What follows belongs to an exercise in optimizing a design on an open flow for small area; a production flow would make more cautious choices. Only simulation tests tie the RTL to the original design; equivalence was not proved. No activity file was given, so power comes from the tool's default toggle rates. The clock port is modelled as an ideal driver; clocking choices that lean on that would not hold on a real chip.

### flow/config.mk
export PLATFORM = sky130hd
export DESIGN_NAME = led_matrix_pwm_scanner
export DESIGN_NICKNAME = led_matrix_pwm_scanner
export VERILOG_FILES = /design/flow/design.v
export SDC_FILE = /design/flow/constraint.sdc
export NUM_CORES = 4
export LEC_CHECK = 0
export CAP_MARGIN = 20
export CORE_MARGIN = 2
export CORE_UTILIZATION = 70
export PLACE_DENSITY = 0.8
export SLEW_MARGIN = 20
### flow/constraint.sdc
create_clock -name core_clock -period 10.0 [get_ports {clk}]
set_input_delay 2.0000 -clock core_clock [delete_from_list [all_inputs] [get_ports {clk}]]
set_output_delay 2.0000 -clock core_clock [all_outputs]
set_load 0.01 [all_outputs]
### flow/design.v
package lmps_pkg;
  localparam int COLUMNS_DEF  = 8;
  localparam int CHANNELS_DEF = 15;
  localparam int OP_W       = 2;
  localparam int COORD_W    = 3;
  localparam int BYTE_W     = 8;
  localparam int DRIVE_W    = 15;
  localparam int IN_DATA_W  = 32;
  localparam int OUT_DATA_W = 24;
  localparam logic [3:0] TICK_LAST = 4'd15;
  localparam logic [BYTE_W-1:0] PWM_MAX = 8'd15;
  typedef enum logic [OP_W-1:0] {
    OP_TICK  = 2'd0,
    OP_WRITE = 2'd1,
    OP_CLEAR = 2'd2,
    OP_NOP   = 2'd3
  } op_t;
  typedef enum logic [1:0] {
    ACT_NONE  = 2'd0,
    ACT_SHIFT = 2'd1,
    ACT_RESET = 2'd2
  } act_t;
  typedef enum logic [2:0] {
    ST_CLEAR,
    ST_IDLE,
    ST_WRITE,
    ST_TICK,
    ST_DRAIN,
    ST_FINISH
  } state_t;
endpackage
module led_matrix_pwm_scanner #(
  parameter int COLUMNS  = lmps_pkg::COLUMNS_DEF,
  parameter int CHANNELS = lmps_pkg::CHANNELS_DEF
) (
  input  logic                              clk,
  input  logic                              rst,
  input  logic                              s_tvalid,
  output logic                              s_tready,
  input  logic [lmps_pkg::IN_DATA_W-1:0]    s_tdata,
  input  logic [lmps_pkg::OP_W-1:0]         s_tuser,
  output logic                              m_tvalid,
  input  logic                              m_tready,
  output logic [lmps_pkg::OUT_DATA_W-1:0]   m_tdata
);
  localparam int LW = 5;
  localparam int FN = 120;
  localparam int LN = 15;
  logic [FN*LW-1:0] fr;
  logic [LN*LW-1:0] lr;
  logic [LW-1:0]    ftail, ltail, fin, lin, wdata;
  logic [7:0]       wbyte;
  logic [1:0] sub;
  logic [2:0] rowp;
  logic [2:0] colp;
  logic [3:0]  tcnt;
  logic [2:0]  pcol;
  logic [14:0] dsr;
  logic [14:0] drive;
  logic        reloaded;
  logic        primed;
  logic        init;
  logic can_proc, slot0, slot_last, active;
  logic is_tick, is_write, is_clear, is_nop, row_ok;
  logic wr_here, clr, reload, upd, dbit, accept;
  logic [LW-1:0] cur;
  assign ftail = fr[FN*LW-1 -: LW];
  assign ltail = lr[LN*LW-1 -: LW];
  assign is_tick  = (s_tuser == 2'd0);
  assign is_write = (s_tuser == 2'd1);
  assign is_clear = (s_tuser == 2'd2);
  assign is_nop   = (s_tuser == 2'd3);
  assign row_ok   = (s_tdata[5:3] < 3'd5);
  assign can_proc  = s_tvalid && !m_tvalid && !init;
  assign slot0     = (sub == 2'd0) && (rowp == 3'd0) && (colp == 3'd0);
  assign slot_last = (sub == 2'd2) && (rowp == 3'd4) && (colp == 3'd7);
  assign active    = can_proc && (primed || slot0);
  assign wr_here = can_proc && is_write && row_ok &&
                   (colp == s_tdata[2:0]) && (rowp == s_tdata[5:3]);
  always_comb begin
    case (sub)
      2'd0:    wbyte = s_tdata[21:14];
      2'd1:    wbyte = s_tdata[13:6];
      default: wbyte = s_tdata[29:22];
    endcase
  end
  assign wdata = wbyte[4:0] | {LW{|wbyte[7:5]}};
  assign clr = init || (can_proc && is_clear);
  assign fin = wr_here ? wdata : (clr ? '0 : ftail);
  assign upd    = active && is_tick && (colp == pcol);
  assign reload = (tcnt == 4'b1000);
  assign cur    = reload ? ftail : ltail;
  assign lin    = init ? '0 : (upd ? cur - 5'd1 : ltail);
  assign dbit   = !init && (upd ? ((cur != '0) && !cur[4]) : dsr[0]);
  assign accept   = can_proc && (is_nop || (is_write && !row_ok) || (primed && slot_last));
  assign s_tready = accept;
  always_ff @(posedge clk) begin
    fr <= {fr[FN*LW-LW-1:0], fin};
    lr <= {lr[LN*LW-LW-1:0], lin};
    if ((active && is_tick) || init) begin
      dsr <= {dbit, dsr[14:1]};
    end
    if (accept) begin
      reloaded <= is_tick && reload;
    end
  end
  always_ff @(posedge clk) begin
    if (rst) begin
      sub      <= '0;
      rowp     <= '0;
      colp     <= '0;
      tcnt     <= '0;
      pcol     <= '0;
      primed   <= 1'b0;
      init     <= 1'b1;
      m_tvalid <= 1'b0;
    end else begin
      sub  <= (sub == 2'd2) ? 2'd0 : sub + 2'd1;
      rowp <= (rowp == 3'd4) ? 3'd0 : rowp + 3'd1;
      colp <= colp + 3'd1;
      if (slot_last) begin
        init <= 1'b0;
      end
      if (accept) begin
        primed <= 1'b0;
      end else if (active) begin
        primed <= 1'b1;
      end
      if (accept && is_tick) begin
        tcnt <= {tcnt[2:0], (tcnt[3] ^ tcnt[2]) || (tcnt == 4'd0)};
        if (reload) begin
          pcol <= pcol + 3'd1;
        end
      end
      m_tvalid <= accept || (m_tvalid && !m_tready);
    end
  end
  for (genvar i = 0; i < 15; i++) begin : g_drive
    assign drive[3 * ((105 + i) % 5) + ((105 + i) % 3)] = dsr[i];
  end
  assign m_tdata = {7'b0000000, reloaded && (pcol == 3'd0), reloaded && (pcol != 3'd0), drive};
endmodule
### flow/flow/run.sh
#!/bin/bash
# Standard layout, with CTS told not to add dummy loads and the port buffers
# made with the smallest buffer. Each tool's output goes to standard.log.
set -euo pipefail
export CTS_ARGS="-sink_clustering_enable -repair_clock_nets -dont_use_dummy_load -buf_list {sky130_fd_sc_hd__clkbuf_16} -sink_clustering_size 36 -sink_clustering_max_diameter 60"
export BUFFER_PORTS_ARGS="-buffer_cell sky130_fd_sc_hd__buf_1"
bash standard.sh finish > standard.log 2>&1
### flow/standard.sh
#!/bin/bash
# synth_recipe.tcl (not shown) runs the flow's synth.tcl, then flattens the netlist and writes it again
# the make line also repeats each setting of config.mk as NAME=value (left out here)
make -C /OpenROAD-flow-scripts/flow DESIGN_CONFIG=/design/flow/config.mk WORK_HOME=/design/flow/orfs CLKGATE_MAP_FILE= SYNTH_SCRIPT=/design/flow/synth_recipe.tcl "${@:-finish}"
==> run summary, run 1 <==
First-pass DRT Iterations=4; Net count, final=1025; Hold Path Class=flip-flop to flip-flop; Layout Skew=0.03392 ns; CTS Root Cell=clkbuf_16; height of the die=152.9 um; final setup violation count=0; post-synthesis area per instance=17.29 um2; ranking of synthesized cells by area=dfxtp_1, edfxtp_1, ha_1, nand2_1, xnor2_1; Min Hold Slack=0.3002 ns; register area share after synthesis=0.9253; largest family of logic cells by synthesized area=simple AND/OR/NAND/NOR gates; CP most frequent cell=buf_1; CP startpoint kind=input pin; CTS tree=yes; Slew Limit Fails=0; Critical Path Sink Type=output port; RSZ-0062 raised after global routing=no; Antenna diodes=0; status=no timing/DRC/antenna violations; number of global-route vias before repair=5882; Max-Cap Viols=0; wirelength, routed=19.60 mm; via/cell ratio=4.673; Post-synth top cells=dfxtp_1, nand2_1, nor2_1; Crit-path slowest cell=nor2_1; first-pass GRT wire length=30.99 mm; Crit path largest cell delay=0.26 ns; compound-gate portion of the synthesized area=0.01831; crit path max fanout=4; Power Density=245.0 nW/um2; Syn Inst Count=897; CTS Buf Count=25; maximum clock frequency=205.0 MHz; Layout area overhead=7.283%; port bufs=54; # rows=54; clock-pin slew on the worst setup and hold paths=0.11 ns; storage element area=14350 um2; grt ovf=0; adder-cell share of the synthesized area=0.01129; Mapped Area=15510 um2; hold buffers post-CTS=0; Vias=5846; Setup TNS=0 ns; H-tree depth=1; max_slew headroom=0.5017; Hold Violations, Final=0; post-synthesis xor/xnor area fraction=0.006211; core footprint=21760 um2; # IOs=64; Most used DFF post-synth=dfxtp_1; CTS resizes=0; largest net degree at the start of global routing=37; #FFs+latches synth=709; Worst-Margin Slew=0.7433 ns; Ys Warns=1; initial DRC count=341; number of distinct library cells after synthesis=41; worst skew pair latency=0.56 ns; Synth area leader=dfxtp_1; Crit Path Class=input pin to output port; DRC viols=0; Buffers & Inverters on Critical Path=2; CTS sink count=709; top cell type's share of synthesized area=0.8943; Tcrit/Tclk final=0.4879; Avg WL per Cell=15.67 um; Critical Path RT=8.00 ns; CTS Buffer Depth=3; chip width=152.9 um; Initial Util=0.7130; Pleak=0.006570 uW; Synth Area in Simple Gates=0.02565; layout cells sized above 1=0.03399; mux share of post-synthesis cell area=0.004033; Peak VDD IR=0.0001770 V; share of flip-flops with an asynchronous set or reset=0; Global Route Usage Sum=0.1681; multi-input logic area=1042 um2; setup bufs post-CTS=0; Placer Congestion=0.7973; Post-synth EDFFs=16; Die ar.=23370 um2; CP cell instances=buf_1, nand2b_1, a22oi_1, nor2_1, buf_1; most common cell in the netlist=dfxtp_1; delay-heaviest family, CP=simple AND/OR/NAND/NOR gates; post-DP HPWL=10.98 mm; Crit path arrival time=2.88 ns; minimum clock period=4.879 ns; fillers=1231; antenna violations before repair=0; Routed Antenna Nets=0
==> area by class of cell <==
cell class	instances	area share
tap	280	0.02105
clock buffer	25	0.03759
sequential	709	0.8625
multi-input combinational	166	0.06263
inverter	16	0.003609
timing repair buffer	55	0.01263
==> path summary, 6_finish.rpt <==
path                            endpoint  slack (ns)  startpoint  cells after the start
worst max-delay path            s_tready        5.12  s_tuser[1]                      5
worst min register to register    lr[67]        0.30      lr[62]                      0
worst min-delay path              lr[67]        0.30      lr[62]                      0
worst max register to register     lr[4]        7.47      sub[0]                      6
==> sequential cells by signal, indices dropped and copies added, names as in the netlist <==
register / flops
fr: 600
lr: 75
dsr: 15
tcnt: 4
colp: 3
pcol: 3
rowp: 3
sub: 2
init: 1
m_tvalid: 1
primed: 1
reloaded: 1
==> worst register-to-register path: stages, from the launching register on <==
cell and delay [ns]:
dfxtp_1 0.35, inv_1 0.10, ha_1 0.42, a41oi_1 0.37
nor3_1 0.64, nand3_1 0.16, a21oi_1 0.36
==> power by group <==
group	total [uW]	leakage, uW	switching [uW]	internal [uW]
combinational	49.2	0.000486	30.6	18.5
clock	1190	0.000308	735	454
sequential	2840	0.00578	4.11	2830
==> routing by layer <==
layer,wire [um],vias up,global-route usage
met5,0,-,0
met4,376,0,0.03880
met3,661,27,0.02835
met2,8988,104,0.2733
met1,9575,2766,0.2425
li1,-,2949,-
==> kinds of logic after synthesis <==
group                      count (synthesis)
DFF                                      709
muxes                                      6
other                                      1
xor gates and xnor gates                  11
AOI/OAI and AO/OA                         46
and+or+nand+nor                           82
buffers and inverters                     28
adders and majority gates                 14
==> per-stage QoR <==
step | power, uW | cell area, um2 | util | setup WS, ns | std cells
final | 4077 | 16640 | 0.7650 | 5.121 | 1251
after CTS | 4099 | 16640 | 0.7650 | 5.136 | 1251
after global placement | 2945 | 16020 | 0.7362 | 5.161 | 1226
after floorplan | 2934 | 15530 | - | 5.482 | 903
after global routing | 4194 | 16640 | 0.7650 | 4.995 | 1251
after detailed placement | 2950 | 16020 | 0.7362 | 5.147 | 1226
==> cell usage in the layout, fill, tap and decap left out, drive strengths merged, types with 2 or more instances in the layout <==
master,Yosys,layout
nor2b,2,2
nor2,24,24
o31ai,3,3
edfxtp,16,16
xnor2,11,11
mux2,2,2
and2,2,2
conb,1,7
a21oi,13,13
nand2,27,27
a22oi,6,6
inv,16,16
dfxtp,693,693
and3,2,2
nor3b,3,3
or4,2,2
nor3,7,7
clkbuf,4,25
ha,14,14
mux2i,4,4
nand4,3,3
nand3,5,5
buf,8,55
a41oi,2,2
o21ai,15,15
==> run 2: changes to the inputs <==
==> flow/flow/run.sh (replaced) <==
#!/bin/bash
# Standard ORFS layout with three changes:
#  - after the standard synthesis, the combinational cells are mapped again
#    for area by Yosys/ABC (flip-flops, their names and cell types untouched);
#  - CTS adds no dummy loads and uses clkbuf_16 clusters of at most 36 sinks;
#  - the port buffers are buf_1.
# Each tool's output goes to a log of its own in this folder.
set -euo pipefail
export CTS_ARGS="-sink_clustering_enable -repair_clock_nets -dont_use_dummy_load -buf_list {sky130_fd_sc_hd__clkbuf_16} -sink_clustering_size 36 -sink_clustering_max_diameter 60"
export BUFFER_PORTS_ARGS="-buffer_cell sky130_fd_sc_hd__buf_1"

bash standard.sh synth > synth.log 2>&1

RES=orfs/results/${FLOW_PLATFORM}/led_matrix_pwm_scanner/base
LIB=${FLOW_HOME}/platforms/${FLOW_PLATFORM}/lib/sky130_fd_sc_hd__tt_025C_1v80.lib
YOSYS=${FLOW_HOME}/../tools/install/yosys/bin/yosys
[[ -x $YOSYS ]] || YOSYS=yosys
cp ${RES}/1_2_yosys.v std_1_2_yosys.v
DU=""
for c in $(cat flow/dont_use.txt); do DU="$DU -dont_use $c"; done
cat > reopt.ys <<EOS
read_liberty -ignore_miss_func ${LIB}
blackbox sky130_fd_sc_hd__*df* sky130_fd_sc_hd__*dl* sky130_fd_sc_hd__conb*
read_verilog std_1_2_yosys.v
hierarchy -top ${FLOW_TOP}
flatten
opt -purge
abc -liberty ${LIB} ${DU} -script +strash;&get,-n;&st;&deepsyn,-T,30;&dch,-f;&nf,-R,1000;&put
opt_clean -purge
hilomap -singleton -hicell sky130_fd_sc_hd__conb_1 HI -locell sky130_fd_sc_hd__conb_1 LO
insbuf -buf sky130_fd_sc_hd__buf_1 A X
tee -o reopt_stat.txt stat -liberty ${LIB}
write_verilog -noattr -nohex -nodec reopt_1_2_yosys.v
EOS
cat > reopt_check.ys <<EOS
read_liberty -lib ${LIB}
read_verilog reopt_1_2_yosys.v
hierarchy -check -top ${FLOW_TOP}
check -assert -mapped
EOS
# Keep the standard netlist if the new mapping fails or does not check out.
if $YOSYS -s reopt.ys > reopt.log 2>&1 && $YOSYS -s reopt_check.ys > reopt_check.log 2>&1; then
  cp reopt_1_2_yosys.v ${RES}/1_2_yosys.v
  rm -f ${RES}/1_synth.odb ${RES}/1_synth.sdc
fi

bash standard.sh finish > finish.log 2>&1
==> flow/flow/dont_use.txt (new file) <==
sky130_fd_sc_hd__probe_p_8 sky130_fd_sc_hd__probec_p_8 sky130_fd_sc_hd__lpflow_bleeder_1 sky130_fd_sc_hd__lpflow_clkbufkapwr_1 sky130_fd_sc_hd__lpflow_clkbufkapwr_16 sky130_fd_sc_hd__lpflow_clkbufkapwr_2 sky130_fd_sc_hd__lpflow_clkbufkapwr_4 sky130_fd_sc_hd__lpflow_clkbufkapwr_8 sky130_fd_sc_hd__lpflow_clkinvkapwr_1 sky130_fd_sc_hd__lpflow_clkinvkapwr_16 sky130_fd_sc_hd__lpflow_clkinvkapwr_2 sky130_fd_sc_hd__lpflow_clkinvkapwr_4 sky130_fd_sc_hd__lpflow_clkinvkapwr_8 sky130_fd_sc_hd__lpflow_decapkapwr_12 sky130_fd_sc_hd__lpflow_decapkapwr_3 sky130_fd_sc_hd__lpflow_decapkapwr_4 sky130_fd_sc_hd__lpflow_decapkapwr_6 sky130_fd_sc_hd__lpflow_decapkapwr_8 sky130_fd_sc_hd__lpflow_inputiso0n_1 sky130_fd_sc_hd__lpflow_inputiso0p_1 sky130_fd_sc_hd__lpflow_inputiso1n_1 sky130_fd_sc_hd__lpflow_inputiso1p_1 sky130_fd_sc_hd__lpflow_inputisolatch_1 sky130_fd_sc_hd__lpflow_isobufsrc_1 sky130_fd_sc_hd__lpflow_isobufsrc_16 sky130_fd_sc_hd__lpflow_isobufsrc_2 sky130_fd_sc_hd__lpflow_isobufsrc_4 sky130_fd_sc_hd__lpflow_isobufsrc_8 sky130_fd_sc_hd__lpflow_isobufsrckapwr_16 sky130_fd_sc_hd__lpflow_lsbuf_lh_hl_isowell_tap_1 sky130_fd_sc_hd__lpflow_lsbuf_lh_hl_isowell_tap_2 sky130_fd_sc_hd__lpflow_lsbuf_lh_hl_isowell_tap_4 sky130_fd_sc_hd__lpflow_lsbuf_lh_isowell_4 sky130_fd_sc_hd__lpflow_lsbuf_lh_isowell_tap_1 sky130_fd_sc_hd__lpflow_lsbuf_lh_isowell_tap_2 sky130_fd_sc_hd__lpflow_lsbuf_lh_isowell_tap_4
==> run 2 against run 1 <==
Effect of this change: largest cell class unchanged; wire length decreased by 0.24%; sequential share of layout area increased by 1.4 points; clock-buffer cell count increased by 1; area after synthesis decreased by 2.2%; non-clock buffer count decreased by 1; synthesized cell count decreased by 5.0%; first-iteration DRC count increased by 2.3%.
==> run summary, run 2 <==
initial DRC count=349 (+2.3%); layout cells sized above 1=0.02796 (-0.006029); CTS Buffer Depth=3 (unchanged); First-pass DRT Iterations=6 (+2); crit path max fanout=5 (+1); Layout Skew=0.04023 ns (+0.006303 ns); Routed Antenna Nets=0 (unchanged); # IOs=64 (unchanged); CTS Buf Count=26 (+4.0%); Peak VDD IR=0.0002030 V (+15%); Layout area overhead=7.839%; Biggest register=fr; biggest regs=fr: 600 flops, lr: 75 flops, dsr: 15 flops; max_slew headroom=0.2284 (-0.2734); Avg WL per Cell=16.23 um (+3.6%); Net count, final=970 (-5.4%); grt ovf=0 (unchanged); Tcrit/Tclk final=0.5136 (+0.02574); Hold Path Class=flip-flop to flip-flop; CTS Root Cell=clkbuf_16; Hold Violations, Final=0 (unchanged); most common cell after layout, fill and taps aside=dfxtp_1; most frequent cells in the layout=dfxtp_1, buf_1, nor2_1, clkbuf_16, edfxtp_1; storage element area=14350 um2 (unchanged); fillers=1083 (-12%); Placer Congestion=0.7843 (-1.6%); Worst-Margin Slew=1.141 ns (+0.3980 ns); post-synthesis area per instance=17.81 um2 (+3.0%); Mapped Area=15180 um2 (-2.2%); antenna violations before repair=0 (unchanged); clock-pin slew on the worst setup and hold paths=0.12 ns (about the same); Crit path arrival time=3.14 ns (+0.26 ns); Syn Inst Count=852 (-5.0%); Final WS setup=4.864 ns (-0.2574 ns); core footprint=21150 um2 (-2.8%); Non-Filler Instances=1205 (-3.7%); setup bufs post-CTS=0 (unchanged); largest net degree at the start of global routing=37 (unchanged); Die ar.=22880 um2 (-2.1%); maximum clock frequency=194.7 MHz (-5.0%); Antenna diodes=0 (unchanged); Vias=5643 (-3.5%); CTS resizes=0 (unchanged); number of global-route vias before repair=5694 (-3.2%); Post-Place Setup Slack=4.879 ns (-0.2687 ns); max reg flops=600 (unchanged); Slew Limit Fails=0 (unchanged); CP cell instances=buf_1, nand2b_1, nor2_1, o21ai_0, nor2_1, a31o_1, buf_1; first-pass GRT wire length=30.16 mm (-2.7%); multi-input logic area=809.5 um2 (-22%); CTS tree=yes; hold buffers post-CTS=0 (unchanged); status=no timing/DRC/antenna violations; height of the die=151.3 um (-1.1%); chip width=151.3 um (-1.1%); Pleak=0.006421 uW (-2.3%); wirelength, routed=19.55 mm (-0.24%); Max-Cap Viols=0 (unchanged); Initial Util=0.7175 (+0.004493); Setup TNS=0 ns (unchanged); CTS sink count=709 (unchanged); Crit path largest cell delay=0.27 ns (about the same); reg2reg setup slack=7.54 ns (+0.07 ns); Ys Warns=1 (unchanged); worst skew pair latency=0.57 ns (about the same); post-DP HPWL=9.964 mm (-9.2%); Crit-path slowest cell=nor2_1; via/cell ratio=4.683 (+0.21%); Global Route Usage Sum=0.1748 (+0.006701); Critical Path RT=8.00 ns (about the same); # rows=53 (-1.9%); Power Density=249.8 nW/um2 (+2.0%); CP startpoint kind=input pin; dpl cells=1179 (-3.8%); final setup violation count=0 (unchanged); minimum clock period=5.136 ns (+0.2574 ns); Critical Path Sink Type=output port; DRC viols=0 (unchanged); Crit Path Class=input pin to output port; RSZ-0062 raised after global routing=no; port bufs=54 (unchanged); H-tree depth=1 (unchanged)
[run 2: per-stage QoR]
stage	util	total power (uW)	instance area, um2	hold slack (ns)
after floorplan	-	2931	15200	0.3096
after global placement	0.7430	2940	15720	0.3117
after detailed placement	0.7430	2942	15720	0.3121
after CTS	0.7738	4118	16370	0.3108
after global routing	0.7738	4205	16370	0.3084
final	0.7738	4089	16370	0.3036
[run 2: layout make-up]
type                            count  share of cell area
Tap cell                          275             0.02102
Inverter                            2           0.0004586
Sequential cell                   709              0.8769
Clock buffer                       26             0.03975
Timing Repair Buffer               54             0.01238
Multi-Input combinational cell    139             0.04946
[run 2: report_power, final]
part           total [uW]  internal (uW)  switching [uW]  leakage [uW]
clock                1210            470             740      0.000320
combinational        29.6           14.3            15.3      0.000327
sequential           2850           2840            10.9       0.00577
total                4090           3320             766       0.00642
[run 2: critical path, delay by kind of cell]
| kind | cells | cell delay, ns |
|---|---|---|
| buf+inv | 2 | 0.23 |
| simple gates | 3 | 0.51 |
| compound gates | 2 | 0.40 |
[run 2: final timing paths]
kind         startpoint       end  cells after the start
max            s_tvalid  s_tready                      7
min               fr[9]    fr[14]                      0
min reg2reg       fr[9]    fr[14]                      0
max reg2reg     tcnt[2]     lr[2]                      6
[run 2: per-layer routing]
metal | routed length [um] | track usage
met4 | 436 | 0.04439
met1 | 9166 | 0.2367
met5 | 0 | 0
met3 | 671 | 0.03223
met2 | 9279 | 0.2952
==> run 3: changes to the inputs <==
--- a/flow/design.v
+++ b/flow/design.v
@@ -62,5 +62,5 @@
   logic        init;
   logic can_proc, slot0, slot_last, active;
-  logic is_tick, is_write, is_clear, is_nop, row_ok;
+  logic is_tick, is_write, is_clear, row_ok;
   logic wr_here, clr, reload, upd, dbit, accept;
   logic [LW-1:0] cur;
@@ -70,11 +70,10 @@
   assign is_write = (s_tuser == 2'd1);
   assign is_clear = (s_tuser == 2'd2);
-  assign is_nop   = (s_tuser == 2'd3);
   assign row_ok   = (s_tdata[5:3] < 3'd5);
   assign can_proc  = s_tvalid && !m_tvalid && !init;
   assign slot0     = (sub == 2'd0) && (rowp == 3'd0) && (colp == 3'd0);
   assign slot_last = (sub == 2'd2) && (rowp == 3'd4) && (colp == 3'd7);
-  assign active    = can_proc && (primed || slot0);
-  assign wr_here = can_proc && is_write && row_ok &&
+  assign active    = primed || (can_proc && slot0);
+  assign wr_here = s_tvalid && is_write && row_ok &&
                    (colp == s_tdata[2:0]) && (rowp == s_tdata[5:3]);
   always_comb begin
@@ -86,5 +85,5 @@
   end
   assign wdata = wbyte[4:0] | {LW{|wbyte[7:5]}};
-  assign clr = init || (can_proc && is_clear);
+  assign clr = init || (s_tvalid && is_clear);
   assign fin = wr_here ? wdata : (clr ? '0 : ftail);
   assign upd    = active && is_tick && (colp == pcol);
@@ -93,5 +92,5 @@
   assign lin    = init ? '0 : (upd ? cur - 5'd1 : ltail);
   assign dbit   = !init && (upd ? ((cur != '0) && !cur[4]) : dsr[0]);
-  assign accept   = can_proc && (is_nop || (is_write && !row_ok) || (primed && slot_last));
+  assign accept   = primed && slot_last;
   assign s_tready = accept;
   always_ff @(posedge clk) begin
==> run 3 against run 2 <==
Effect of this change: highest routed layer unchanged; critical endpoint unchanged; design area increased by 0.13%; critical path type is now flip-flop to output port; still clean on timing, DRC and antenna; worst setup slack gained 1.1 ns; core utilization rose by 0.10 points; fmax rose by 27%; area after synthesis decreased by 0.19%; non-clock buffer count is the same; first-iteration DRC count fell by 18%.
==> run summary, run 3 <==
Global Route Usage Sum=0.1702 (-0.004613); Syn Inst Count=854 (+0.23%); Ys Warns=1 (unchanged); internal cell power=3350 uW (+0.84%); Vias=5610 (-0.58%); # IOs=64 (unchanged); CP most frequent cell=nand2_1; CTS Buf Count=28 (+7.7%); worst skew pair latency=0.57 ns (about the same); CTS Root Cell=clkbuf_16; via/cell ratio=4.640 (-0.91%); Layout Skew=0.05667 ns (+0.01644 ns); CTS sink count=709 (unchanged); CP endpoint=s_tready; initial DRC count=287 (-18%); fillers=1145 (+5.7%); dpl cells=1181 (+0.17%); CTS resizes=0 (unchanged); H-tree depth=1 (unchanged); height of the die=151.1 um (about the same); Hold Violations, Final=0 (unchanged); wirelength, routed=18.71 mm (-4.3%); CP cell instances=nor2_1, nand2_1, nor4_1, nand2_1, clkinv_1, buf_1; final setup violation count=0 (unchanged); Antenna diodes=0 (unchanged); Crit Path Class=flip-flop to output port; crit path max fanout=6 (+1); max reg flops=600 (unchanged); Slew Limit Fails=0 (unchanged); max_slew headroom=0.4373 (+0.2089); layout cells sized above 1=0.02998 (+0.002022); post-DP HPWL=10.17 mm (+2.0%); core footprint=21150 um2 (unchanged); most frequent cells in the layout=dfxtp_1, buf_1, clkbuf_16, nor2_1, edfxtp_1; status=no timing/DRC/antenna violations; Non-Filler Instances=1209 (+0.33%); post-synthesis area per instance=17.74 um2 (-0.42%); First-pass DRT Iterations=4 (-2); Hold Path Class=flip-flop to flip-flop; Critical Path Sink Type=output port; RR Startpoint=colp[2]; antenna violations before repair=0 (unchanged); number of global-route vias before repair=5725 (+0.54%); setup bufs post-CTS=0 (unchanged); share of power burned in registers=0.692 (-0.005); Clk pwr share=0.303 (+0.007); first-pass GRT wire length=29.68 mm (-1.6%); Tcrit/Tclk final=0.4034 (-0.1103); biggest regs=fr: 600 flops, lr: 75 flops, dsr: 15 flops; Initial Util=0.7162 (-0.001360); Crit. Startpoint=rowp[0]; Die ar.=22830 um2 (-0.19%); Crit path largest cell delay=0.40 ns (+0.13 ns); # rows=53 (unchanged); Net count, final=974 (+0.41%); Peak VDD IR=0.0001843 V (-9.2%); Min Hold Slack=0.2954 ns (-0.008244 ns); CTS Buffer Depth=3 (unchanged); minimum clock period=4.034 ns (-1.103 ns); Power Density=250.9 nW/um2 (+0.45%); Crit-path slowest cell=dfxtp_1; maximum clock frequency=247.9 MHz (+27%); CP startpoint kind=flip-flop; Sw Ratio=0.1852 (-0.002114); Mapped Area=15150 um2 (-0.19%); clock-pin slew on the worst setup and hold paths=0.12 ns (about the same); Critical R2R Capture=dsr[14]; RSZ-0062 raised after global routing=no; Setup TNS=0 ns (unchanged); Layout area overhead=8.185%; Logic pwr share=0.005 (-0.002); Pleak=0.006435 uW (+0.22%); port bufs=54 (unchanged); hold buffers post-CTS=0 (unchanged); Critical Path RT=8.00 ns (about the same); grt ovf=0 (unchanged); chip width=151.1 um (about the same); worst-case reg-to-reg path depth=11 (+5); largest net degree at the start of global routing=37 (unchanged); Avg WL per Cell=15.48 um (-4.6%); Crit path arrival time=2.03 ns (-1.11 ns); DRC viols=0 (unchanged); Placer Congestion=0.8261 (+5.3%); most common cell after layout, fill and taps aside=dfxtp_1; Final Util=0.7748 (+0.001006); Max-Cap Viols=0 (unchanged); Worst-Margin Slew=0.8377 ns (-0.3037 ns); Routed Antenna Nets=0 (unchanged); Biggest register=fr; Sw Pwr=761.7 uW (-0.56%); reg2reg setup slack=7.09 ns (-0.45 ns); CTS tree=yes
[run 3: worst min-delay path by stage]
stage / start / to / slack [ns] / cells past startpoint
detailed placement: fr[439] / fr[444] / 0.31 / 0
CTS: fr[413] / fr[418] / 0.29 / 0
finish: fr[413] / fr[418] / 0.30 / 0
floorplan: fr[95] / fr[100] / 0.31 / 0
global placement: lr[0] / lr[5] / 0.31 / 0
global route: fr[53] / fr[58] / 0.30 / 0
[run 3: final cells by class]
| type | count | area [um2] | share of cell area |
|---|---|---|---|
| repair buffers | 54 | 202.7 | 0.01237 |
| flip-flops and latches | 709 | 14350 | 0.8758 |
| clock buffers | 28 | 700.7 | 0.04275 |
| inverters | 6 | 22.52 | 0.001374 |
| multi-input cells | 137 | 765.7 | 0.04672 |
| well taps | 275 | 344.1 | 0.02099 |
[run 3: power groups by stage]
stage	combinational, uW	clock (uW)	sequential (uW)
global route	22.3	1370	2850
floorplan	11.6	0	2910
finish	19.6	1250	2840
global placement	18.0	0	2910
detailed placement	18.7	0	2910
CTS	19.2	1280	2840
[run 3: critical path: cells and delay by family (launching register included)]
kind	cells	cell delay (ns)
AND/OR/NAND/NOR	4	0.76
buffers and inverters	2	0.31
flip-flops	1	0.40
[run 3: per-stage QoR]
step	worst slack, ns	cell area (um2)	total power [uW]
final	5.966	16390	4112
after detailed placement	5.561	15690	2928
after global placement	5.655	15690	2927
after global routing	5.733	16390	4238
after CTS	5.980	16390	4141
after floorplan	6.073	15170	2919
[run 3: metal layers]
| metal | up-vias | GRT usage | wire length [um] |
|---|---|---|---|
| met5 | - | 0 | 0 |
| li1 | 2852 | - | - |
| met1 | 2643 | 0.2447 | 9035 |
| met4 | 0 | 0.04252 | 281 |
| met3 | 26 | 0.02560 | 715 |
| met2 | 89 | 0.2775 | 8679 |
==> run 4: changes to the inputs <==
--- a/flow/flow/run.sh
+++ b/flow/flow/run.sh
@@ -3,10 +3,11 @@
 #  - after the standard synthesis, the combinational cells are mapped again
 #    for area by Yosys/ABC (flip-flops, their names and cell types untouched);
-#  - CTS adds no dummy loads and uses clkbuf_16 clusters of at most 36 sinks;
-#  - the port buffers are buf_1.
+#  - CTS adds no dummy loads and uses buf_12 clusters of at most 36 sinks;
+#  - the port buffers are buf_1, and one tie cell drives all constant outputs.
 # Each tool's output goes to a log of its own in this folder.
 set -euo pipefail
-export CTS_ARGS="-sink_clustering_enable -repair_clock_nets -dont_use_dummy_load -buf_list {sky130_fd_sc_hd__clkbuf_16} -sink_clustering_size 36 -sink_clustering_max_diameter 60"
+export CTS_ARGS="-sink_clustering_enable -repair_clock_nets -dont_use_dummy_load -buf_list {sky130_fd_sc_hd__buf_12} -root_buf sky130_fd_sc_hd__clkbuf_16 -tree_buf sky130_fd_sc_hd__clkbuf_16 -sink_clustering_size 34 -sink_clustering_max_diameter 60"
 export BUFFER_PORTS_ARGS="-buffer_cell sky130_fd_sc_hd__buf_1"
+export SKIP_REPAIR_TIE_FANOUT=1
 
 bash standard.sh synth > synth.log 2>&1
==> run 4 against run 3 <==
Effect of this change: still clean on timing, DRC and antenna; fmax fell by 2.5%; flip-flop and latch count did not move; total power fell by 1.1%; first-iteration DRC count fell by 1.4%; area after synthesis did not move; design area fell by 0.90%; clock power fell by 4%; cell count fell by 0.50%; hold slack got worse by 0.058 ns; largest cell class unchanged; highest routed layer unchanged.
==> run summary, run 4 <==
status=no timing/DRC/antenna violations; Peak VDD IR=0.0001823 V (-1.1%); delay-heaviest family, CP=simple AND/OR/NAND/NOR gates; Die ar.=22830 um2 (unchanged); Critical Path Stages=6 (unchanged); post-DP HPWL=11.02 mm (+8.4%); DRC viols=0 (unchanged); Net count, final=968 (-0.62%); Crit path arrival time=2.14 ns (+0.11 ns); Vias=5727 (+2.1%); Initial Util=0.7162 (unchanged); maximum clock frequency=241.8 MHz (-2.5%); Hold Path Class=flip-flop to flip-flop; Non-Filler Instances=1203 (-0.50%); Hold Violations, Final=0 (unchanged); Slew Limit Fails=0 (unchanged); # rows=53 (unchanged); Global Route met3 Usage=0.02982 (+0.004217); Ys Warns=1 (unchanged); setup bufs post-CTS=0 (unchanged); Most Used Layer, Global Route=met2; internal cell power=3289 uW (-1.8%); CTS Root Cell=clkbuf_16; max reg flops=600 (unchanged); Worst-Margin Slew=0.8062 ns (-0.03150 ns); biggest regs=fr: 600 flops, lr: 75 flops, dsr: 15 flops; M1 GR Usage=0.2496 (+0.004871); Sw Pwr=776.9 uW (+2.0%); post-synthesis area per instance=17.74 um2 (unchanged); Crit Path Class=flip-flop to output port; reg2reg setup slack=7.04 ns (-0.05 ns); Global Route Usage Sum=0.1825 (+0.01233); First-pass DRT Iterations=4 (unchanged); Buffers & Inverters on Critical Path=2 (unchanged); worst-case reg-to-reg path depth=11 (unchanged); final setup violation count=0 (unchanged); Avg WL per Cell=16.61 um (+7.3%); dpl cells=1175 (-0.51%); number of global-route vias before repair=5965 (+4.2%); Critical Path RT=8.00 ns (about the same); Crit-path slowest cell=nor4_1; largest net degree at the start of global routing=35 (-5.4%); layout cells sized above 1=0.03017 (+0.0001938); share of power burned in registers=0.700 (+0.008); chip width=151.1 um (unchanged); RR Startpoint=colp[1]; Sw Ratio=0.1911 (+0.005838); minimum clock period=4.135 ns (+0.1016 ns); most common cell after layout, fill and taps aside=dfxtp_1; met2 Track Usage GR=0.3068 (+0.02932); CTS resizes=0 (unchanged); Crit path largest cell delay=0.39 ns (about the same); grt ovf=0 (unchanged); hold buffers post-CTS=0 (unchanged); Crit. Startpoint=rowp[0]; Mapped Area=15150 um2 (unchanged); Critical Path Sink Type=output port; wirelength, routed=19.98 mm (+6.8%); CTS tree=yes; Critical R2R Capture=dsr[14]; worst hold start=fr[28]; Placer Congestion=0.7925 (-4.1%); max_slew headroom=0.4584 (+0.02116); CTS Buf Count=28 (unchanged); CP endpoint=s_tready; Pleak=0.006342 uW (-1.4%); Tcrit/Tclk final=0.4135 (+0.01016); Routed Antenna Nets=0 (unchanged); Layout area overhead=7.210%; Setup TNS=0 ns (unchanged); core footprint=21150 um2 (unchanged); H-tree depth=1 (unchanged); Clk pwr share=0.295 (-0.008); first-pass GRT wire length=31.17 mm (+5.0%); Syn Inst Count=854 (unchanged); Power Density=250.3 nW/um2 (-0.23%); clock-pin slew on the worst setup and hold paths=0.11 ns (about the same); # IOs=64 (unchanged); CP startpoint kind=flip-flop; Final Util=0.7678 (-0.006980); via/cell ratio=4.761 (+2.6%); most frequent cells in the layout=dfxtp_1, buf_1, buf_12, nor2_1, edfxtp_1; CTS sink count=709 (unchanged); Antenna diodes=0 (unchanged); Layout Skew=0.07276 ns (+0.01609 ns); Logic pwr share=0.005 (about the same); antenna violations before repair=0 (unchanged); Max-Cap Viols=0 (unchanged); port bufs=54 (unchanged); height of the die=151.1 um (unchanged); RSZ-0062 raised after global routing=no; Biggest register=fr; crit path max fanout=6 (unchanged); worst skew pair latency=0.57 ns (about the same); CTS Buffer Depth=3 (unchanged); initial DRC count=283 (-1.4%); CP cell instances=nor2_1, nand2_1, nor4_1, nand2_1, clkinv_1, buf_1; CP most frequent cell=nand2_1
==> run 4: metrics by stage <==
stage          area (um2)  total power [uW]  setup WS [ns]  hold slack (ns)
2_1_floorplan       15150              2919          6.073           0.3096
3_3_place_gp        15670              2928          5.672           0.3112
6_report            16240              4066          5.865           0.2377
4_1_cts             16240              4097          5.872           0.2419
5_1_grt             16240              4186          5.744           0.2380
3_5_place_dp        15670              2929          5.575           0.3121
==> run 4: final cells by class <==
class                           count  area, um2
Fill cell                        1115       4912
Clock buffer                       28      575.6
Sequential cell                   709      14350
Timing Repair Buffer               54      202.7
Multi-Input combinational cell    131      743.2
Tap cell                          275      344.1
Inverter                            6      22.52
==> run 4: power groups by stage <==
stage               logic [uW]  registers, uW  clock network, uW
global route              23.5           2850               1320
CTS                       21.2           2850               1230
detailed placement        19.4           2910                  0
finish                    21.5           2850               1200
floorplan                 11.6           2910                  0
global placement          18.6           2910                  0
==> run 4: how the worst min path moves through the flow <==
stage                   end  depth (start not counted)
global route         fr[33]                          0
global placement    fr[163]                          0
floorplan           fr[100]                          0
finish               fr[33]                          0
CTS                  fr[33]                          0
detailed placement  fr[133]                          0
==> run 4: metal layers <==
layer / share of wire / wire, um
met1: 0.46 / 9273
met2: 0.48 / 9545
met3: 0.034 / 670
met4: 0.025 / 493
met5: 0 / 0
==> run 5: changes to the inputs <==
--- a/flow/flow/run.sh
+++ b/flow/flow/run.sh
@@ -7,5 +7,5 @@
 # Each tool's output goes to a log of its own in this folder.
 set -euo pipefail
-export CTS_ARGS="-sink_clustering_enable -repair_clock_nets -dont_use_dummy_load -buf_list {sky130_fd_sc_hd__buf_12} -root_buf sky130_fd_sc_hd__clkbuf_16 -tree_buf sky130_fd_sc_hd__clkbuf_16 -sink_clustering_size 34 -sink_clustering_max_diameter 60"
+export CTS_ARGS="-sink_clustering_enable -repair_clock_nets -dont_use_dummy_load -buf_list {sky130_fd_sc_hd__buf_12} -sink_clustering_size 32 -sink_clustering_max_diameter 60"
 export BUFFER_PORTS_ARGS="-buffer_cell sky130_fd_sc_hd__buf_1"
 export SKIP_REPAIR_TIE_FANOUT=1
==> run 5 against run 4 <==
Effect of this change: sequential power about the same; non-clock buffer count stayed put; first-iteration DRC count increased by 18%; fmax rose by 3.2%; die area did not move; total power increased by 0.14%; flip-flop and latch count did not move; global-route usage shrank 0.74 points; critical path type unchanged.
==> run summary, run 5 <==
Crit-path slowest cell=nor4_1; antenna violations before repair=0 (unchanged); Slew Limit Fails=0 (unchanged); worst hold start=fr[163]; via/cell ratio=4.712 (-1.0%); fillers=1113 (-0.18%); Post-Place Setup Slack=5.575 ns (unchanged); initial DRC count=334 (+18%); Layout area overhead=7.243% (about the same); Vias=5673 (-0.94%); RR Startpoint=colp[1]; Min-Delay Endpoint=fr[168]; maximum clock frequency=249.5 MHz (+3.2%); worst-case reg-to-reg path depth=11 (unchanged); Ys Warns=1 (unchanged); Placer Congestion=0.7925 (unchanged); CTS tree=yes; CTS Root Cell=buf_12; Buffers & Inverters on Critical Path=2 (unchanged); layout cells sized above 1=0.03122 (+0.001044); Mapped Area=15150 um2 (unchanged); Syn Inst Count=854 (unchanged); final setup violation count=0 (unchanged); max reg flops=600 (unchanged); Avg WL per Cell=15.90 um (-4.3%); Hold Path Class=flip-flop to flip-flop; Power Density=250.6 nW/um2 (+0.11%); # rows=53 (unchanged); storage element area=14350 um2 (unchanged); RSZ-0062 raised after global routing=no; Net count, final=969 (+0.10%); worst skew pair latency=0.52 ns (-0.05 ns); Hold Violations, Final=0 (unchanged); number of global-route vias before repair=5851 (-1.9%); most frequent cells in the layout=dfxtp_1, buf_1, buf_12, nor2_1, edfxtp_1; design area=16250 um2 (about the same); CTS resizes=0 (unchanged); CTS Buf Count=29 (+3.6%); clock-pin slew on the worst setup and hold paths=0.11 ns (about the same); post-synthesis area per instance=17.74 um2 (unchanged); DRC viols=0 (unchanged); grt ovf=0 (unchanged); Biggest register=fr; Crit path largest cell delay=0.38 ns (about the same); Crit path arrival time=2.01 ns (-0.13 ns); multi-input logic area=743.2 um2 (unchanged); Worst-Margin Slew=0.8301 ns (+0.02398 ns); Pleak=0.006343 uW (about the same); Final Util=0.7680 (about the same); Tcrit/Tclk final=0.4008 (-0.01270); wirelength, routed=19.14 mm (-4.2%); Crit Path Class=flip-flop to output port; max_slew headroom=0.4423 (-0.01611); chip width=151.1 um (unchanged); Placed Area=15670 um2 (unchanged); Antenna diodes=0 (unchanged); hold buffers post-CTS=0 (unchanged); port bufs=54 (unchanged); Routed Antenna Nets=0 (unchanged); largest net degree at the start of global routing=33 (-5.7%); core footprint=21150 um2 (unchanged); most common cell after layout, fill and taps aside=dfxtp_1; hold depth=0 (unchanged); Global Route Usage Sum=0.1751 (-0.007398); delay-heaviest family, CP=simple AND/OR/NAND/NOR gates; CTS Buffer Depth=3 (unchanged); CP most frequent cell=nand2_1; Critical R2R Capture=dsr[14]; Critical Path Sink Type=output port; Critical Path RT=8.00 ns (about the same); Tot Pwr=4071 uW (+0.14%); H-tree depth=1 (unchanged); CTS sink count=709 (unchanged); Final WS setup=5.992 ns (+0.1270 ns); first-pass GRT wire length=30.13 mm (-3.3%); minimum clock period=4.008 ns (-0.1270 ns); height of the die=151.1 um (unchanged); CP cell instances=nor2_1, nand2_1, nor4_1, nand2_1, clkinv_1, buf_1; Peak VDD IR=0.0001734 V (-4.9%); Setup TNS=0 ns (unchanged); CP startpoint kind=flip-flop; setup bufs post-CTS=0 (unchanged); biggest regs=fr: 600 flops, lr: 75 flops, dsr: 15 flops; Max-Cap Viols=0 (unchanged); post-DP HPWL=11.02 mm (unchanged); crit path max fanout=6 (unchanged); reg2reg setup slack=7.17 ns (+0.13 ns); Layout Skew=0.04944 ns (-0.02332 ns); First-pass DRT Iterations=4 (unchanged); status=no timing/DRC/antenna violations; Die ar.=22830 um2 (unchanged); Initial Util=0.7162 (unchanged); # IOs=64 (unchanged)
==> run 5: worst max path at each step <==
stage                        start  endpoint  slack (ns)  cells past startpoint
after detailed placement  s_tvalid   dsr[14]        5.58                     12
final                      rowp[0]  s_tready        5.99                      6
after CTS                  rowp[0]  s_tready        6.01                      6
after floorplan           s_tvalid   dsr[14]        6.07                     11
after global placement    s_tvalid   dsr[14]        5.67                     12
after global routing       rowp[0]  s_tready        5.85                      6
==> run 5: power by group <==
group	switching, uW	total, uW	internal (uW)
sequential	6.52	2850	2840
combinational	11.6	20.1	8.52
clock	756	1210	450
total	774	4070	3300
==> run 5: metal layers <==
layer | GRT usage | routed length, um | vias to the layer above
met3 | 0.03042 | 690 | 28
met2 | 0.2882 | 9076 | 99
li1 | - | - | 2843
met1 | 0.2458 | 9044 | 2703
met4 | 0.04579 | 329 | 0
met5 | 0 | 0 | -
==> run 5: final cells by class <==
cell class / instances / area share
Tap cell: 275 / 0.02118
Timing Repair Buffer: 54 / 0.01248
Multi-Input combinational cell: 131 / 0.04575
Inverter: 6 / 0.001386
Clock buffer: 29 / 0.03573
Sequential cell: 709 / 0.8835
==> run 5: worst register-to-register path, delay by kind of cell, from the launching register on <==
kind,cells,cell delay (ns)
simple gates,6,1.20
flops,1,0.40
compound gates,5,1.00
==> run 5: per-stage QoR <==
step                      hold slack, ns  instances
final                             0.2775       1204
after global routing              0.2854       1204
after CTS                         0.2813       1204
after detailed placement          0.3121       1175
after global placement            0.3112       1175
after floorplan                   0.3096        854
==> run 6: changes to the inputs <==
--- a/flow/design.v
+++ b/flow/design.v
@@ -62,5 +62,5 @@
   logic        init;
   logic can_proc, slot0, slot_last, active;
-  logic is_tick, is_write, is_clear, row_ok;
+  logic is_tick, is_write, is_clear;
   logic wr_here, clr, reload, upd, dbit, accept;
   logic [LW-1:0] cur;
@@ -70,10 +70,9 @@
   assign is_write = (s_tuser == 2'd1);
   assign is_clear = (s_tuser == 2'd2);
-  assign row_ok   = (s_tdata[5:3] < 3'd5);
   assign can_proc  = s_tvalid && !m_tvalid && !init;
   assign slot0     = (sub == 2'd0) && (rowp == 3'd0) && (colp == 3'd0);
   assign slot_last = (sub == 2'd2) && (rowp == 3'd4) && (colp == 3'd7);
   assign active    = primed || (can_proc && slot0);
-  assign wr_here = s_tvalid && is_write && row_ok &&
+  assign wr_here = s_tvalid && is_write &&
                    (colp == s_tdata[2:0]) && (rowp == s_tdata[5:3]);
   always_comb begin
--- a/flow/flow/run.sh
+++ b/flow/flow/run.sh
@@ -7,5 +7,5 @@
 # Each tool's output goes to a log of its own in this folder.
 set -euo pipefail
-export CTS_ARGS="-sink_clustering_enable -repair_clock_nets -dont_use_dummy_load -buf_list {sky130_fd_sc_hd__buf_12} -sink_clustering_size 32 -sink_clustering_max_diameter 60"
+export CTS_ARGS="-sink_clustering_enable -repair_clock_nets -dont_use_dummy_load -buf_list {sky130_fd_sc_hd__buf_12} -sink_clustering_size 30 -sink_clustering_max_diameter 120"
 export BUFFER_PORTS_ARGS="-buffer_cell sky130_fd_sc_hd__buf_1"
 export SKIP_REPAIR_TIE_FANOUT=1
==> run 6 against run 5 <==
Effect of this change: register-to-register slack worse by 0.17 ns; critical path depth increased by 2; fmax down 4.7%; hold slack better by 0.024 ns; worst setup slack got worse by 0.20 ns; first-iteration DRC count shrank 3.3%; non-clock buffer count is the same; synthesized cell count decreased by 0.94%; total power is essentially flat.
==> run summary, run 6 <==
Hold Violations, Final=0 (unchanged); Critical Path RT=10.43 ns (+2.43 ns); CP startpoint kind=input pin; CTS sink count=709 (unchanged); CTS resizes=0 (unchanged); Layout area overhead=6.978%; Max-Cap Viols=0 (unchanged); RSZ-0062 raised after global routing=no; Routed Antenna Nets=0 (unchanged); worst hold start=fr[87]; Placer Congestion=0.8367 (+5.6%); biggest regs=fr: 600 flops, lr: 75 flops, dsr: 15 flops; largest net degree at the start of global routing=31 (-6.1%); antenna violations before repair=1 (+1); Vias=5778 (+1.9%); grt ovf=0 (unchanged); reg2reg setup slack=7.00 ns (-0.17 ns); max_slew headroom=0.3317 (-0.1106); layout cells sized above 1=0.02938 (-0.001837); maximum clock frequency=237.9 MHz (-4.7%); first-pass GRT wire length=31.42 mm (+4.3%); RR Startpoint=colp[1]; delay-heaviest family, CP=simple AND/OR/NAND/NOR gates; hold buffers post-CTS=0 (unchanged); Biggest register=fr; max reg flops=600 (unchanged); Avg WL per Cell=16.98 um (+6.8%); Setup TNS=0 ns (unchanged); Syn Inst Count=846 (-0.94%); Worst-Margin Slew=1.002 ns (+0.1723 ns); CTS Buffer Depth=3 (unchanged); chip width=151.1 um (about the same); Buffers & Inverters on Critical Path=1 (-1); setup bufs post-CTS=0 (unchanged); post-DP HPWL=10.46 mm (-5.1%); Power Density=251.3 nW/um2 (+0.28%); Initial Util=0.7162 (about the same); Critical Path Sink Type=flip-flop; Crit path arrival time=4.63 ns (+2.62 ns); worst-case reg-to-reg path depth=7 (-4); Pleak=0.006339 uW (about the same); most common cell after layout, fill and taps aside=dfxtp_1; H-tree depth=1 (unchanged); Tcrit/Tclk final=0.4204 (+0.01957); Slew Limit Fails=0 (unchanged); CP cell instances=buf_1, nand2_1, a2111oi_0, o2111ai_1, nor4_1, nor3b_1, a222oi_1, nand3_1; hold depth=0 (unchanged); Post-Place Setup Slack=5.587 ns (+0.01178 ns); # rows=53 (unchanged); initial DRC count=323 (-3.3%); Crit-path slowest cell=nor3b_1; Hold Path Class=flip-flop to flip-flop; Min-Delay Endpoint=fr[92]; # IOs=64 (unchanged); status=no timing/DRC/antenna violations; CTS tree=yes; CTS Buf Count=27 (-6.9%); most frequent cells in the layout=dfxtp_1, buf_1, buf_12, nor2_1, edfxtp_1; core footprint=21150 um2 (unchanged); Ys Warns=1 (unchanged); height of the die=151.1 um (about the same); via/cell ratio=4.839 (+2.7%); Crit path largest cell delay=0.73 ns (+0.35 ns); Critical R2R Capture=fr[1]; Net count, final=959 (-1.0%); Die ar.=22840 um2 (about the same); post-synthesis area per instance=17.91 um2 (+0.95%); crit path max fanout=6 (unchanged); port bufs=54 (unchanged); First-pass DRT Iterations=5 (+1); clock-pin slew on the worst setup and hold paths=0.11 ns (about the same); Antenna diodes=0 (unchanged); Layout Skew=0.02652 ns (-0.02292 ns); DRC viols=0 (unchanged); CTS Root Cell=buf_12; final setup violation count=0 (unchanged); Global Route Usage Sum=0.1830 (+0.007923); Mapped Area=15150 um2 (about the same); number of global-route vias before repair=5809 (-0.72%); wirelength, routed=20.28 mm (+5.9%); Peak VDD IR=0.0001797 V (+3.6%); worst skew pair latency=0.49 ns (-0.03 ns); minimum clock period=4.204 ns (+0.1957 ns); Crit Path Class=input pin to flip-flop; Final WS setup=5.796 ns (-0.1957 ns)
-- run 6: cell types whose count changed in the layout (fill, tap and decap cells not counted), sizes merged, moves of 3 or more --
cell	delta
a22oi	+6
nand2	-6
nand3	-3
nor3	-3
o21ai	-5
-- run 6: worst max-delay path by stage --
| stage | cells past startpoint | slack (ns) | to | start |
|---|---|---|---|---|
| 3_3_place_gp | 12 | 5.65 | dsr[14] | s_tvalid |
| 4_1_cts | 8 | 5.89 | fr[1] | s_tuser[0] |
| 3_5_place_dp | 8 | 5.59 | fr[1] | s_tuser[0] |
| 6_report | 8 | 5.80 | fr[1] | s_tuser[0] |
| 5_1_grt | 8 | 5.48 | fr[1] | s_tuser[0] |
| 2_1_floorplan | 11 | 6.12 | dsr[14] | s_tvalid |
-- run 6: report_power, final --
part / total [uW] / leakage, uW / internal [uW] / switching, uW
Clock: 1180 / 0.000254 / 422 / 757
Sequential: 2860 / 0.00577 / 2850 / 15.3
Combinational: 30.1 / 0.000311 / 12.5 / 17.6
Total: 4070 / 0.00634 / 3280 / 790
-- run 6: metal layers --
layer  share of wire  up-vias  routed length, um  global-route usage
met2            0.47      147               9455              0.2986
met1            0.46     2749               9345              0.2514
met3           0.037       62                750             0.03313
met4           0.035        2                712             0.06308
met5         0.00064        -                 13                   0
li1                -     2818                  -                   -
-- run 6: worst register-to-register path, stage by stage (launching register included) --
cell	delay, ns
dfxtp_1	0.46
clkinv_1	0.15
a2111oi_0	0.38
o2111ai_1	0.17
nor4_1	0.49
nor3b_1	0.73
a222oi_1	0.37
nand3_1	0.19
-- run 6: per-stage QoR --
stage	area, um2	instances	hold slack [ns]	util	total power, uW
finish	16210	1194	0.3018	0.7662	4073
global route	16210	1194	0.3054	0.7662	4190
CTS	16210	1194	0.3033	0.7662	4100
detailed placement	15670	1167	0.3121	0.7406	2955
global placement	15670	1167	0.3113	0.7406	2952
floorplan	15150	846	0.3096	-	2941
-- run 6: area by class of cell --
cell class | instances | area [um2]
well taps | 275 | 344.1
repair buffers | 54 | 202.7
fillers | 1116 | 4946
inverters | 5 | 18.77
clock buffers | 27 | 540.5
multi-input cells | 124 | 748.2
flip-flops and latches | 709 | 14350
==> run 7: changes to the inputs <==
--- a/flow/flow/run.sh
+++ b/flow/flow/run.sh
@@ -7,5 +7,5 @@
 # Each tool's output goes to a log of its own in this folder.
 set -euo pipefail
-export CTS_ARGS="-sink_clustering_enable -repair_clock_nets -dont_use_dummy_load -buf_list {sky130_fd_sc_hd__buf_12} -sink_clustering_size 30 -sink_clustering_max_diameter 120"
+export CTS_ARGS="-sink_clustering_enable -repair_clock_nets -dont_use_dummy_load -buf_list {sky130_fd_sc_hd__buf_12} -sink_clustering_size 32 -sink_clustering_max_diameter 90"
 export BUFFER_PORTS_ARGS="-buffer_cell sky130_fd_sc_hd__buf_1"
 export SKIP_REPAIR_TIE_FANOUT=1
==> run 7 against run 6 <==
Effect of this change: die area is the same; sequential power barely moved; hold slack worse by 0.059 ns; clock-buffer cell count shrank 1; total power is 0.56% lower; critical endpoint unchanged; area after synthesis unchanged; largest cell class unchanged.
==> run summary, run 7 <==
Max-Cap Viols=0 (unchanged); wirelength, routed=19.76 mm (-2.5%); Routed Antenna Nets=0 (unchanged); clock-pin slew on the worst setup and hold paths=0.12 ns (about the same); Initial Util=0.7162 (unchanged); largest net degree at the start of global routing=33 (+6.5%); Final Util=0.7652 (-0.0009470); status=no timing/DRC/antenna violations; Power Density=250.2 nW/um2 (-0.44%); CTS Buf Count=26 (-3.7%); Setup TNS=0 ns (unchanged); Crit path arrival time=4.43 ns (-0.20 ns); height of the die=151.1 um (unchanged); setup bufs post-CTS=0 (unchanged); CTS resizes=0 (unchanged); Layout Skew=0.06788 ns (+0.04136 ns); Slew Limit Fails=0 (unchanged); max_slew headroom=0.3249 (-0.006852); antenna violations before repair=0 (-1); Critical Path Sink Type=flip-flop; Tcrit/Tclk final=0.4000 (-0.02035); number of global-route vias before repair=5796 (-0.22%); CTS Buffer Depth=3 (unchanged); Biggest register=fr; Net count, final=958 (-0.10%); Pleak=0.006330 uW (-0.15%); CTS sink count=709 (unchanged); # IOs=64 (unchanged); Layout area overhead=6.846%; Ys Warns=1 (unchanged); First-pass DRT Iterations=5 (unchanged); via/cell ratio=4.755 (-1.7%); DRC viols=0 (unchanged); H-tree depth=1 (unchanged); max reg flops=600 (unchanged); Hold Violations, Final=0 (unchanged); storage element area=14350 um2 (unchanged); biggest regs=fr: 600 flops, lr: 75 flops, dsr: 15 flops; most frequent cells in the layout=dfxtp_1, buf_1, buf_12, nor2_1, edfxtp_1; hold buffers post-CTS=0 (unchanged); minimum clock period=4.000 ns (-0.2035 ns); initial DRC count=312 (-3.4%); maximum clock frequency=250.0 MHz (+5.1%); Min Hold Slack=0.2432 ns (-0.05863 ns); Global Route Usage Sum=0.1772 (-0.005815); Final WS setup=6.000 ns (+0.2035 ns); post-DP HPWL=10.46 mm (unchanged); Vias=5673 (-1.8%); Post-Place Setup Slack=5.587 ns (unchanged); CTS Root Cell=buf_12; most common cell after layout, fill and taps aside=dfxtp_1; Placer Congestion=0.8367 (unchanged); grt ovf=0 (unchanged); Tot Pwr=4050 uW (-0.56%); Peak VDD IR=0.0002369 V (+32%); multi-input logic area=748.2 um2 (unchanged); Critical Path RT=10.43 ns (about the same); RSZ-0062 raised after global routing=no; Antenna diodes=0 (unchanged); port bufs=54 (unchanged); Die ar.=22840 um2 (unchanged); core footprint=21150 um2 (unchanged); crit path max fanout=6 (unchanged); CP startpoint kind=input pin; post-synthesis area per instance=17.91 um2 (unchanged); chip width=151.1 um (unchanged); final setup violation count=0 (unchanged); Crit Path Class=input pin to flip-flop; # rows=53 (unchanged); Worst-Margin Slew=1.013 ns (+0.01028 ns); fillers=1145 (+2.6%); layout cells sized above 1=0.02832 (-0.001057); CTS tree=yes; worst skew pair latency=0.50 ns (about the same); first-pass GRT wire length=30.55 mm (-2.7%); Mapped Area=15150 um2 (unchanged); Syn Inst Count=846 (unchanged); Hold Path Class=flip-flop to flip-flop; Avg WL per Cell=16.56 um (-2.5%)
run 7: final cells by class:
type | instances | area share
inverter | 5 | 0.001159
tap | 275 | 0.02126
clock buffer | 26 | 0.03215
sequential | 709 | 0.8867
multi-input combinational | 124 | 0.04622
timing repair buffer | 54 | 0.01252
run 7: final timing paths:
path                    from       to  slack (ns)  cells after the start
setup / recovery  s_tuser[0]    fr[1]        6.00                      8
hold / removal        fr[94]   fr[99]        0.24                      0
setup reg to reg        init  dsr[14]        7.17                     11
hold reg to reg       fr[94]   fr[99]        0.24                      0
run 7: per-stage QoR:
step / instances / instance area (um2)
floorplan: 846 / 15150
global placement: 1167 / 15670
detailed placement: 1167 / 15670
CTS: 1193 / 16190
global route: 1193 / 16190
finish: 1193 / 16190
run 7: power by group:
part	internal (uW)	total, uW	switching [uW]
Sequential	2850	2860	14.7
Combinational	12.5	28.8	16.3
Clock	406	1160	751
Total	3270	4050	782
run 7: metal layers:
metal,part of all wire,global-route usage,vias up
met3,0.039,0.03524,49
li1,-,-,2814
met2,0.48,0.2950,94
met1,0.46,0.2364,2716
met4,0.028,0.05935,0
met5,0,0,-
run 7: critical path, stage by stage:
cell and delay, ns:
buf_1 0.23, nand2_1 0.08, a2111oi_0 0.38, o2111ai_1 0.17
nor4_1 0.39, nor3b_1 0.64, a222oi_1 0.35, nand3_1 0.19
==> run 8: changes to the inputs <==
--- a/flow/flow/run.sh
+++ b/flow/flow/run.sh
@@ -7,5 +7,5 @@
 # Each tool's output goes to a log of its own in this folder.
 set -euo pipefail
-export CTS_ARGS="-sink_clustering_enable -repair_clock_nets -dont_use_dummy_load -buf_list {sky130_fd_sc_hd__buf_12} -sink_clustering_size 32 -sink_clustering_max_diameter 90"
+export CTS_ARGS="-sink_clustering_enable -repair_clock_nets -dont_use_dummy_load -buf_list {sky130_fd_sc_hd__buf_12} -root_buf sky130_fd_sc_hd__buf_8 -tree_buf sky130_fd_sc_hd__buf_8 -sink_clustering_size 32 -sink_clustering_max_diameter 90"
 export BUFFER_PORTS_ARGS="-buffer_cell sky130_fd_sc_hd__buf_1"
 export SKIP_REPAIR_TIE_FANOUT=1
==> run 8 against run 7 <==
Effect of this change: still clean; register-to-register slack worse by 0.02 ns; global-route usage is 0.60 points higher; critical path depth stayed put; first-iteration DRC count is 19% lower; fmax is 0.91% higher; sequential share of layout area is 0.082 points higher; non-clock buffer count stayed put; cell count stayed put; sequential power hardly changed; via count is 0.67% higher; critical path type unchanged.
==> run summary, run 8 <==
antenna violations before repair=0 (unchanged); CP startpoint kind=input pin; hold buffers post-CTS=0 (unchanged); Worst-Margin Slew=1.006 ns (-0.006210 ns); Vias=5711 (+0.67%); Crit-path slowest cell=nor3b_1; setup bufs post-CTS=0 (unchanged); First-pass DRT Iterations=4 (-1); H-tree depth=1 (unchanged); port bufs=54 (unchanged); Pleak=0.006324 uW (about the same); most frequent cells in the layout=dfxtp_1, buf_1, buf_12, nor2_1, edfxtp_1; CTS Buf Count=26 (unchanged); Crit path arrival time=4.46 ns (+0.03 ns); dpl cells=1167 (unchanged); final setup violation count=0 (unchanged); Antenna diodes=0 (unchanged); post-synthesis area per instance=17.91 um2 (unchanged); height of the die=151.1 um (unchanged); grt ovf=0 (unchanged); layout cells sized above 1=0.02832 (unchanged); Crit Path Class=input pin to flip-flop; max_slew headroom=0.3290 (+0.004140); CTS tree=yes; largest net degree at the start of global routing=33 (unchanged); via/cell ratio=4.787 (+0.67%); wirelength, routed=20.15 mm (+2.0%); CTS resizes=0 (unchanged); Ys Warns=1 (unchanged); Critical Path RT=10.50 ns (+0.07 ns); core footprint=21150 um2 (unchanged); minimum clock period=3.964 ns (-0.03611 ns); initial DRC count=254 (-19%); delay-heaviest family, CP=simple AND/OR/NAND/NOR gates; Layout area overhead=6.747% (about the same); Layout Skew=0.06993 ns (+0.002047 ns); Hold Violations, Final=0 (unchanged); chip width=151.1 um (unchanged); DRC viols=0 (unchanged); Max-Cap Viols=0 (unchanged); Tcrit/Tclk final=0.3964 (-0.003611); Setup TNS=0 ns (unchanged); Avg WL per Cell=16.89 um (+2.0%); Routed Antenna Nets=0 (unchanged); clock-pin slew on the worst setup and hold paths=0.12 ns (about the same); max reg flops=600 (unchanged); first-pass GRT wire length=31.38 mm (+2.7%); Die ar.=22840 um2 (unchanged); Net count, final=958 (unchanged); number of global-route vias before repair=5853 (+0.98%); CP cell instances=buf_1, nand2_1, a2111oi_0, o2111ai_1, nor4_1, nor3b_1, a222oi_1, nand3_1; Syn Inst Count=846 (unchanged); Placer Congestion=0.8367 (unchanged); Buffers & Inverters on Critical Path=1 (unchanged); worst skew pair latency=0.57 ns (+0.07 ns); Global Route Usage Sum=0.1832 (+0.006002); Non-Filler Instances=1193 (unchanged); Biggest register=fr; # IOs=64 (unchanged); maximum clock frequency=252.2 MHz (+0.91%); CTS Root Cell=buf_8; status=no timing/DRC/antenna violations; Peak VDD IR=0.0002073 V (-13%); Slew Limit Fails=0 (unchanged); Initial Util=0.7162 (unchanged); biggest regs=fr: 600 flops, lr: 75 flops, dsr: 15 flops; crit path max fanout=6 (unchanged); Crit path largest cell delay=0.67 ns (+0.03 ns); CTS sink count=709 (unchanged); Power Density=249.5 nW/um2 (-0.29%); Hold Path Class=flip-flop to flip-flop; # rows=53 (unchanged); Mapped Area=15150 um2 (unchanged); most common cell after layout, fill and taps aside=dfxtp_1; post-DP HPWL=10.46 mm (unchanged); Critical Path Sink Type=flip-flop; RSZ-0062 raised after global routing=no; CTS Buffer Depth=3 (unchanged)
-- run 8: cell count changes in the layout (fill, tap and decap cells not counted) --
| cell | delta |
|---|---|
| buf_12 | -3 |
| buf_8 | +3 |
-- run 8: path summary, 6_finish.rpt --
path         startpoint  endpoint  slack (ns)  cells past startpoint
max          s_tuser[0]     fr[1]        6.04                      8
min              fr[94]    fr[99]        0.24                      0
max reg2reg        init   dsr[14]        7.15                     11
min reg2reg      fr[94]    fr[99]        0.24                      0
-- run 8: through the flow --
| stage | setup slack, ns | power (uW) | util | area, um2 | hold WS [ns] |
|---|---|---|---|---|---|
| after detailed placement | 5.587 | 2955 | 0.7406 | 15670 | 0.3121 |
| after floorplan | 6.117 | 2941 | - | 15150 | 0.3096 |
| after CTS | 6.123 | 4063 | 0.7645 | 16170 | 0.2430 |
| final | 6.036 | 4034 | 0.7645 | 16170 | 0.2433 |
| after global placement | 5.654 | 2952 | 0.7406 | 15670 | 0.3113 |
| after global routing | 5.729 | 4152 | 0.7645 | 16170 | 0.2366 |
-- run 8: cell type report --
class | count | area [um2]
clock buffer | 26 | 505.5
fill | 1123 | 4981
inverter | 5 | 18.77
multi-input combinational | 124 | 748.2
sequential | 709 | 14350
tap | 275 | 344.1
timing repair buffer | 54 | 202.7
-- run 8: worst reg2reg max path: stages (launching register included) --
cell and delay (ns):
dfxtp_1 0.44, nor4_1 0.32, a41oi_1 0.17, nor3_1 0.20, and4_1 0.31, nand2_1 0.12
a21o_1 0.19, a21o_1 0.18, a21oi_1 0.23, mux2i_1 0.25, o21ai_0 0.10, a21oi_1 0.19
-- run 8: routing by layer --
metal	wire length [um]	GRT usage
met5	0	0
met4	804	0.07103
met3	769	0.03253
met2	9401	0.3025
met1	9171	0.2452
-- run 8: power breakdown --
| part | internal (uW) | switching [uW] | total (uW) |
|---|---|---|---|
| clock network | 389 | 752 | 1140 |
| logic | 12.5 | 17.0 | 29.6 |
| registers | 2850 | 15.2 | 2860 |
| total | 3250 | 784 | 4030 |

-- static timing again, ports no longer ideal --
How much do the figures lean on ideal ports? The routed layouts below were timed once more, with nothing changed but the port constraints. Step 1 (the two cells are an assumption about what drives the block):
set clk [get_ports {clk}]
set_driving_cell -lib_cell sky130_fd_sc_hd__clkbuf_16 $clk
set_driving_cell -lib_cell sky130_fd_sc_hd__buf_2 [delete_from_list [all_inputs] $clk]
Step 2 also shifts input and output timing later by t, the mid clock arrival at the registers, as if the neighbouring blocks saw the same clock. Three values: ideal ports, drivers, drivers and shift; two values: the first two.
| run | t, ns | slack for setup (ns) | worst register clock-pin slew, ns |
|---|---|---|---|
| run 1 | 0.585 | 5.121 / 5.096 / 5.096 | 0.12 / 0.12 |
| run 2 | 0.593 | 4.864 / 4.836 / 4.836 | 0.12 / 0.12 |
| run 3 | 0.591 | 5.966 / 5.922 / 5.476 | 0.12 / 0.12 |
| run 4 | 0.587 | 5.865 / 5.815 / 5.454 | 0.13 / 0.13 |
| run 5 | 0.547 | 5.992 / 5.945 / 5.542 | 0.11 / 0.11 |
| run 6 | 0.533 | 5.796 / 5.823 / 5.290 | 0.11 / 0.11 |
| run 7 | 0.516 | 6.000 / 6.027 / 5.511 | 0.12 / 0.12 |
| run 8 | 0.581 | 6.036 / 6.060 / 5.479 | 0.12 / 0.12 |
After both steps every run listed still meets setup and hold. For run 8, which loses most, drivers alone change the setup slack by +0.024 ns; drivers and shift together by -0.557 ns.
